Source: an optimization exercise on an open RTL-to-GDS flow (aim: small area, a short achievable clock period and few clock cycles). Production flows keep margins and buffers that such runs may drop.
In this exercise RTL edits were held to simulation tests only and were not proved equivalent to the original.
Power figures rest on the tool's default switching activity, not on a simulated workload.

==> flow/design.v, too long to show whole: its modules and the start of the top module <==
// module booth_csa_mul: 3475 lines
// module iter_mul: 44 lines
// module execute_mc: 100 lines
module execute_mc #(
  parameter int N     = 64,
  parameter int MUL_K = 4
) (
  input  logic         clk,
  input  logic         reset,
  input  logic         valid_E,
  input  logic         flush_E,
  input  logic         AluSrc,
  input  logic         mov,
  input  logic [3:0]   AluControl,
  input  logic [4:0]   ID_EXRegRn,
  input  logic [4:0]   ID_EXRegRm,
  input  logic [4:0]   EX_MEMRegRd,
  input  logic [4:0]   MEM_WBRegRd,
  input  logic         EX_MEMregWrite,
  input  logic         MEM_WBregWrite,
  input  logic [N-1:0] EX_MEMResult,
  input  logic [N-1:0] memoryResult,
  input  logic [N-1:0] PC_E,
  input  logic [N-1:0] signImm_E,
  input  logic [N-1:0] readData1_E,
  input  logic [N-1:0] readData2_E,
  output logic [N-1:0] PCBranch_E,
  output logic [N-1:0] aluResult_E,
  output logic [N-1:0] writeData_E,
  output logic         zero_E,
  output logic         stall_E,
  output logic         done_E
);
  // ...
==> flow/flow/run.sh <==
#!/bin/bash
# The standard layout (the standard.sh, all steps) with two changes:
# - the buffers that buffer_ports puts on every input and output port are
#   sky130_fd_sc_hd__buf_2 instead of the resizer's default choice (clkdlybuf4s50_1, twice
#   the area); timing repair still resizes any of them that sit on a critical path;
# - the half-adder cells are added to the platform's don't-use list, so synthesis does not
#   wrap the adders' first level in half-adder boxes that ABC cannot time through.
# make's full output goes to flow_make.log here; ORFS keeps each step's log under orfs/logs.
set -o pipefail
PLATFORM_DONT_USE="sky130_fd_sc_hd__probe_p_8 sky130_fd_sc_hd__probec_p_8 sky130_fd_sc_hd__lpflow_bleeder_1 sky130_fd_sc_hd__lpflow_clkbufkapwr_1 sky130_fd_sc_hd__lpflow_clkbufkapwr_16 sky130_fd_sc_hd__lpflow_clkbufkapwr_2 sky130_fd_sc_hd__lpflow_clkbufkapwr_4 sky130_fd_sc_hd__lpflow_clkbufkapwr_8 sky130_fd_sc_hd__lpflow_clkinvkapwr_1 sky130_fd_sc_hd__lpflow_clkinvkapwr_16 sky130_fd_sc_hd__lpflow_clkinvkapwr_2 sky130_fd_sc_hd__lpflow_clkinvkapwr_4 sky130_fd_sc_hd__lpflow_clkinvkapwr_8 sky130_fd_sc_hd__lpflow_decapkapwr_12 sky130_fd_sc_hd__lpflow_decapkapwr_3 sky130_fd_sc_hd__lpflow_decapkapwr_4 sky130_fd_sc_hd__lpflow_decapkapwr_6 sky130_fd_sc_hd__lpflow_decapkapwr_8 sky130_fd_sc_hd__lpflow_inputiso0n_1 sky130_fd_sc_hd__lpflow_inputiso0p_1 sky130_fd_sc_hd__lpflow_inputiso1n_1 sky130_fd_sc_hd__lpflow_inputiso1p_1 sky130_fd_sc_hd__lpflow_inputisolatch_1 sky130_fd_sc_hd__lpflow_isobufsrc_1 sky130_fd_sc_hd__lpflow_isobufsrc_16 sky130_fd_sc_hd__lpflow_isobufsrc_2 sky130_fd_sc_hd__lpflow_isobufsrc_4 sky130_fd_sc_hd__lpflow_isobufsrc_8 sky130_fd_sc_hd__lpflow_isobufsrckapwr_16 sky130_fd_sc_hd__lpflow_lsbuf_lh_hl_isowell_tap_1 sky130_fd_sc_hd__lpflow_lsbuf_lh_hl_isowell_tap_2 sky130_fd_sc_hd__lpflow_lsbuf_lh_hl_isowell_tap_4 sky130_fd_sc_hd__lpflow_lsbuf_lh_isowell_4 sky130_fd_sc_hd__lpflow_lsbuf_lh_isowell_tap_1 sky130_fd_sc_hd__lpflow_lsbuf_lh_isowell_tap_2 sky130_fd_sc_hd__lpflow_lsbuf_lh_isowell_tap_4"
bash standard.sh \
  BUFFER_PORTS_ARGS="-buffer_cell sky130_fd_sc_hd__buf_2" \
  DONT_USE_CELLS="$PLATFORM_DONT_USE sky130_fd_sc_hd__ha_1 sky130_fd_sc_hd__ha_2 sky130_fd_sc_hd__ha_4" \
  finish > flow_make.log 2>&1
==> flow/standard.sh <==
#!/bin/bash
# synth_recipe.tcl (not shown) runs the flow's synth.tcl, then flattens the netlist and writes it again
# the make line also repeats each setting of config.mk as NAME=value (left out here)
make -C /OpenROAD-flow-scripts/flow DESIGN_CONFIG=/design/flow/config.mk WORK_HOME=/design/flow/orfs CLKGATE_MAP_FILE= SYNTH_SCRIPT=/design/flow/synth_recipe.tcl "${@:-finish}"
==> flow/config.mk <==
export PLATFORM = sky130hd
export DESIGN_NAME = execute_mc
export DESIGN_NICKNAME = execute_mc
export VERILOG_FILES = /design/flow/design.v
export SDC_FILE = /design/flow/constraint.sdc
export NUM_CORES = 4
export LEC_CHECK = 0
export ABC_AREA = 1
export CAP_MARGIN = 20
export CORE_MARGIN = 2
export CORE_UTILIZATION = 45
export SETUP_SLACK_MARGIN = 4
export SLEW_MARGIN = 20
==> flow/constraint.sdc <==
create_clock -name core_clock -period 13.0 [get_ports {clk}]
set_input_delay 2.6000 -clock core_clock [delete_from_list [all_inputs] [get_ports {clk}]]
set_output_delay 2.6000 -clock core_clock [all_outputs]
set_load 0.01 [all_outputs]
==> results.json, run 1 <==
{
  "dpl_worst_slack_ps": 1940,
  "p_clk_mw": 1.01,
  "place_area_mm2": 0.0714,
  "cts_resized": 492,
  "power.group.top": "combinational cells",
  "switching_power_mw": 13.1,
  "synth_seq_area_share": 0.0763,
  "dr.pass1.iters": 17,
  "p_total_mw": 23.2,
  "whs_ps": 790,
  "grtUsageMet3": 0.282,
  "design_area_mm2": 0.0808,
  "yosys.area.top_type": "fa_1",
  "p_comb_frac": 0.876,
  "largest_register": "u_iter_mul.rows_q",
  "routedWlPerCell_um": 38.6,
  "synth_flop_cell": "dfxtp_1",
  "ys_types": 68,
  "grt_pass1_wl_um": 613000,
  "synth_top_family_by_area": "adder cells",
  "largest_reg_flops": 243,
  "outcome": "no timing/DRC/antenna violations",
  "yosysMostFrequentCell": "nand2_1",
  "path_cells": "buf_2 -> nand2_1 -> o21a_4 -> nand3_4 -> buf_12 -> clkinv_16 -> buf_12 -> buf_4 -> nor2_2 -> nand2_1 -> nand4_1 -> nand2_4 -> buf_4 -> inv_1 -> a21oi_1 -> a211oi_2 -> nand4_1 -> nor2_1 -> nand3_1 -> nor2_1 -> nand2_1 -> nand2_2 -> buf_6",
  "synth-simple-area-share": 0.224,
  "cp.arrival_ps": 6700,
  "post_cts_buffers": 115,
  "drt_iter0_drc": 15584,
  "clock_latency_ps": 620,
  "antenna_left": 0,
  "n_all_buffers": 1093,
  "synth_seq_cells": 256,
  "biggestCellCategory": "multi-input gates",
  "r2r-end": "u_iter_mul.busy_q$_DFF_PN0_",
  "grt_pass1_vias": 76847,
  "fillCellCount": 14510,
  "initial_utilization": 0.454,
  "reg.largest.list": "u_iter_mul.rows_q: 243 flops, u_iter_mul.top_q: 12 flops, u_iter_mul.busy_q: 1 flops",
  "die_w_um": 391,
  "avgSynthCellArea_um2": 7.06,
  "async_flop_share": 0.00391,
  "seq_power_mw": 1.86,
  "placementRows": 141
}
Testbench counts, summed over its fixed seeds: cycles 19,990.
==> run 2, diff against run 1 <==
==> flow/flow/run.sh (replaced) <==
#!/bin/bash
# The standard layout (the standard.sh, all steps) with two changes:
# - the buffers that buffer_ports puts on every input and output port are
#   sky130_fd_sc_hd__buf_1 instead of the resizer's default choice (clkdlybuf4s50_1, almost three times
#   the area); timing repair still resizes any of them that sit on a critical path;
# - the half-adder cells are added to the platform's don't-use list, so synthesis does not
#   wrap the adders' first level in half-adder boxes that ABC cannot time through.
# make's full output goes to flow_make.log here; ORFS keeps each step's log under orfs/logs.
set -o pipefail
PLATFORM_DONT_USE="sky130_fd_sc_hd__probe_p_8 sky130_fd_sc_hd__probec_p_8 sky130_fd_sc_hd__lpflow_bleeder_1 sky130_fd_sc_hd__lpflow_clkbufkapwr_1 sky130_fd_sc_hd__lpflow_clkbufkapwr_16 sky130_fd_sc_hd__lpflow_clkbufkapwr_2 sky130_fd_sc_hd__lpflow_clkbufkapwr_4 sky130_fd_sc_hd__lpflow_clkbufkapwr_8 sky130_fd_sc_hd__lpflow_clkinvkapwr_1 sky130_fd_sc_hd__lpflow_clkinvkapwr_16 sky130_fd_sc_hd__lpflow_clkinvkapwr_2 sky130_fd_sc_hd__lpflow_clkinvkapwr_4 sky130_fd_sc_hd__lpflow_clkinvkapwr_8 sky130_fd_sc_hd__lpflow_decapkapwr_12 sky130_fd_sc_hd__lpflow_decapkapwr_3 sky130_fd_sc_hd__lpflow_decapkapwr_4 sky130_fd_sc_hd__lpflow_decapkapwr_6 sky130_fd_sc_hd__lpflow_decapkapwr_8 sky130_fd_sc_hd__lpflow_inputiso0n_1 sky130_fd_sc_hd__lpflow_inputiso0p_1 sky130_fd_sc_hd__lpflow_inputiso1n_1 sky130_fd_sc_hd__lpflow_inputiso1p_1 sky130_fd_sc_hd__lpflow_inputisolatch_1 sky130_fd_sc_hd__lpflow_isobufsrc_1 sky130_fd_sc_hd__lpflow_isobufsrc_16 sky130_fd_sc_hd__lpflow_isobufsrc_2 sky130_fd_sc_hd__lpflow_isobufsrc_4 sky130_fd_sc_hd__lpflow_isobufsrc_8 sky130_fd_sc_hd__lpflow_isobufsrckapwr_16 sky130_fd_sc_hd__lpflow_lsbuf_lh_hl_isowell_tap_1 sky130_fd_sc_hd__lpflow_lsbuf_lh_hl_isowell_tap_2 sky130_fd_sc_hd__lpflow_lsbuf_lh_hl_isowell_tap_4 sky130_fd_sc_hd__lpflow_lsbuf_lh_isowell_4 sky130_fd_sc_hd__lpflow_lsbuf_lh_isowell_tap_1 sky130_fd_sc_hd__lpflow_lsbuf_lh_isowell_tap_2 sky130_fd_sc_hd__lpflow_lsbuf_lh_isowell_tap_4"
bash standard.sh \
  BUFFER_PORTS_ARGS="-buffer_cell sky130_fd_sc_hd__buf_1" \
  DONT_USE_CELLS="$PLATFORM_DONT_USE sky130_fd_sc_hd__ha_1 sky130_fd_sc_hd__ha_2 sky130_fd_sc_hd__ha_4" \
  finish > flow_make.log 2>&1
--- a/flow/config.mk
+++ b/flow/config.mk
@@ -8,6 +8,6 @@
 export ABC_AREA = 1
 export CAP_MARGIN = 20
 export CORE_MARGIN = 2
-export CORE_UTILIZATION = 45
+export CORE_UTILIZATION = 40
 export SETUP_SLACK_MARGIN = 4
 export SLEW_MARGIN = 20
==> run 2 against run 1 <==
  * Still clean
  * Fmax grew 1.2%
  * Area after synthesis unchanged
  * Die area rose by 12%
  * Clock power rose by 9.9%
  * Flip-flop and latch count unchanged
  * Cell count is 2.0% higher
  * First-iteration DRC count decreased by 9.5%
  * Total power grew 2.0%
  * Largest power group unchanged
  * Highest routed layer unchanged
==> results.json, run 2 <==
{
  "largest_register": "u_iter_mul.rows_q",
  "drt-total-wl_um": 478000,
  "grt_pass1_wl_um": 641000,
  "syn_nets": 10823,
  "netlist_top_cells_area": "fa_1 (26%), xor2_1 (15%), nand2_1 (9.8%)",
  "initial_utilization": 0.403,
  "final_common_cell": "nand2_1",
  "chipHeight_um": 414,
  "setup_tns_ps": 0,
  "outcome": "no timing/DRC/antenna violations",
  "crit_required_ps": 10400,
  "netlist_area_mm2": 0.0672,
  "whs_ps": 889,
  "drt_iter0_drc": 14096,
  "cts_tree": "built",
  "async_flop_share": 0.00391,
  "io_buffers": 606,
  "avgSynthCellArea_um2": 7.06,
  "path_clk_slew_ps": 80,
  "tightestPinTransition_ps": 1260,
  "dr.pass1.iters": 14,
  "yosys.area.top_type": "fa_1",
  "final_cell_mix": "nand2_1 (1,401), inv_1 (1,324), xor2_1 (1,174)",
  "reg.largest.list": "u_iter_mul.rows_q: 243 flops, u_iter_mul.top_q: 12 flops, u_iter_mul.busy_q: 1 flops",
  "grt_use_total": 0.536,
  "critPathKind": "in2out",
  "num-nets-final": 11310,
  "instances_no_fill": 12276,
  "area_delta_synth_final_pct": 20.5,
  "ys_types": 68,
  "placementRows": 150,
  "dp_hpwl_um": 353000,
  "highest_layer": "met5",
  "ir_drop_mv": 0.677,
  "synth_seq_cells": 256,
  "yosysMostFrequentCell": "nand2_1",
  "gp_congestion": 1.13,
  "wl_met2_um": 182000,
  "setup_viol": 0,
  "drive_gt1_frac": 0.183,
  "place_area_mm2": 0.0712,
  "design_area_mm2": 0.0811,
  "p_leak_nw": 38.3,
  "met3WireLength_um": 76000,
  "synth_seq_area_share": 0.0763,
  "die_w_um": 414,
  "largest_reg_flops": 243,
  "htreeDepth": 2,
  "cts_sinks": 256,
  "core_area_mm2": 0.167,
  "antenna_found_initial": 57,
  "antenna_left": 0,
  "viasPerCell": 6.58,
  "synthCells": 9521,
  "report.final.slew_viol_count": 0,
  "synth_flop_cell": "dfxtp_1",
  "power_density_mw_per_mm2": 292,
  "path_max_fanout": 8,
  "overflow": 0,
  "skew_ps": 0,
  "yosys-top-cells-count": "nand2_1 (1,755), inv_1 (1,353), xor2_1 (1,184)",
  "num_io_pins": 611,
  "finalCritPeriodShare": 0.706,
  "grt_max_degree": 107,
  "dieArea_mm2": 0.171,
  "wl_met1_um": 165000,
  "routedWlPerCell_um": 38.9,
  "cts_buffers": 35,
  "yosysTopAreaCellShare": 0.264,
  "dpl.cell_count": 11879,
  "relSlewSlack": 0.160,
  "root_buffer": "clkbuf_16",
  "period_minus_slack_ps": 9180,
  "fmax_mhz": 109,
  "synth_edf_count": 0,
  "vias": 80810,
  "rsz0062_at_grt": "true",
  "cp.arrival_ps": 6580,
  "cts_max_path_buffers": 3,
  "clock_latency_ps": 640,
  "drc_errors": 0,
  "end_kind": "output pin",
  "grt_pass1_vias": 76773,
  "yosysWarnings": 2,
  "drv_cap": 0,
  "hold_viol": 0,
  "hold_buffers": 0,
  "startpoint_type": "primary input",
  "hold_path_class": "reg2reg"
}
[run 2: cell counts after synthesis]
Identical to the previous run, type by type.
[run 2: what timing repair did]
action                     4_1_cts  5_1_grt
cloned                          22        6
setup endpoints to repair      211      109
resized for setup              790      596
setup buffers                  141      127
pin swaps                      153      227
[run 2: final timing paths]
path                       depth (start not counted)                   startpoint  slack (ps)                          end
max in group asynchronous                          1                        reset       11050  u_iter_mul.busy_q$_DFF_PN0_
setup / recovery                                  27                ID_EXRegRn[3]        3820              aluResult_E[54]
hold / removal                                     1  u_iter_mul.busy_q$_DFF_PN0_         890  u_iter_mul.busy_q$_DFF_PN0_
hold reg to reg                                    1  u_iter_mul.busy_q$_DFF_PN0_         890  u_iter_mul.busy_q$_DFF_PN0_
min in group asynchronous                          1                        reset        1760  u_iter_mul.busy_q$_DFF_PN0_
setup reg to reg                                   1  u_iter_mul.busy_q$_DFF_PN0_       12010  u_iter_mul.busy_q$_DFF_PN0_
[run 2: logic make-up (layout without fill, tap and decap cells)]
| family | count (synthesis) | count (layout) | share of synthesized area |
|---|---|---|---|
| xor gates and xnor gates | 1275 | 1275 | 0.166 |
| adders and majority gates | 886 | 886 | 0.264 |
| AOI/OAI and AO/OA | 1623 | 1623 | 0.146 |
| and+or+nand+nor | 3365 | 3376 | 0.224 |
| buffers and inverters | 2107 | 2608 | 0.123 |
| other | 0 | 39 | 0 |
| muxes | 9 | 9 | 0.00134 |
| DFF | 256 | 256 | 0.0763 |
[run 2: final cells by class]
cell class              count  area, µm²
well taps                2204       2760
diodes                     39       97.6
repair inverters            3       30.0
flip-flops and latches    256       5130
clock inverters            18        269
clock buffers              44        990
fillers                 17086      86000
multi-input cells        7169      59000
repair buffers           1093       7090
inverters                1450       5630
[run 2: metal layers]
layer	track usage	up-vias
met5	0.0456	-
met4	0.417	65
met3	0.263	2614
met2	0.734	8004
met1	0.631	38736
li1	-	31391
[run 2: critical path, stage by stage]
cell	delay [ps]
buf_2	140
xor2_2	190
nor2_4	140
nand3_4	220
buf_12	270
nand2_8	180
or2_1	140
nand4_1	430
nand2_2	330
nand2_2	110
nand2_4	190
inv_4	50
nand2_4	110
nand2_8	100
nor2_4	250
nand2_4	110
nor2_4	130
inv_2	70
nor2_4	90
and2_4	150
nand2_4	60
nand2_2	60
nand2_1	40
nand2_1	80
nand2_2	80
nand2_1	100
buf_2	120
[run 2: metrics by stage]
step | power (mW) | utilization | worst slack, ps
final | 23.6 | 0.485 | 3820
after global routing | 25.1 | 0.485 | 3880
after CTS | 22.5 | 0.464 | 3950
after detailed placement | 21.0 | 0.426 | 2180
after global placement | 20.7 | 0.426 | 2000
after floorplan | 13.9 | - | 5100
[run 2: power by group]
part	switching (mW)	leakage (nW)	internal [mW]
Combinational	12.8	35.5	7.87
Clock	0.469	0.620	0.644
Sequential	0.222	2.16	1.63
Total	13.5	38.3	10.1

[what the ideal ports hide]
How much do the figures lean on ideal ports? The routed layouts below were timed once more, with nothing changed but the port constraints.
Step 1 (the two cells are an assumption about what drives the block):
set clk [get_ports {clk}]
set_driving_cell -lib_cell sky130_fd_sc_hd__clkbuf_16 $clk
set_driving_cell -lib_cell sky130_fd_sc_hd__buf_2 [delete_from_list [all_inputs] $clk]
Step 2 adds t to the input delays and takes it off the output delays; t is the mean of the earliest and latest rising clock arrival at the registers after step 1. Input paths then give back, and output paths get back, about the clock's delay inside the block.
a / b / c = ideal / step 1 / step 2; a / b = the first two.
run | t, ns | setup WS [ns] | worst setup path at the end | worst slew at a driven data input, ns
run 1 | 0.701 | 3.703 / 3.679 / 3.301 | input to register | 0.22
run 2 | 0.726 | 3.817 / 3.771 / 3.359 | input to register | 0.23
After both steps every run listed still meets setup and hold. The setup slack of run 2, which loses most, moves by -0.046 ns with the drivers and by -0.458 ns with both steps.
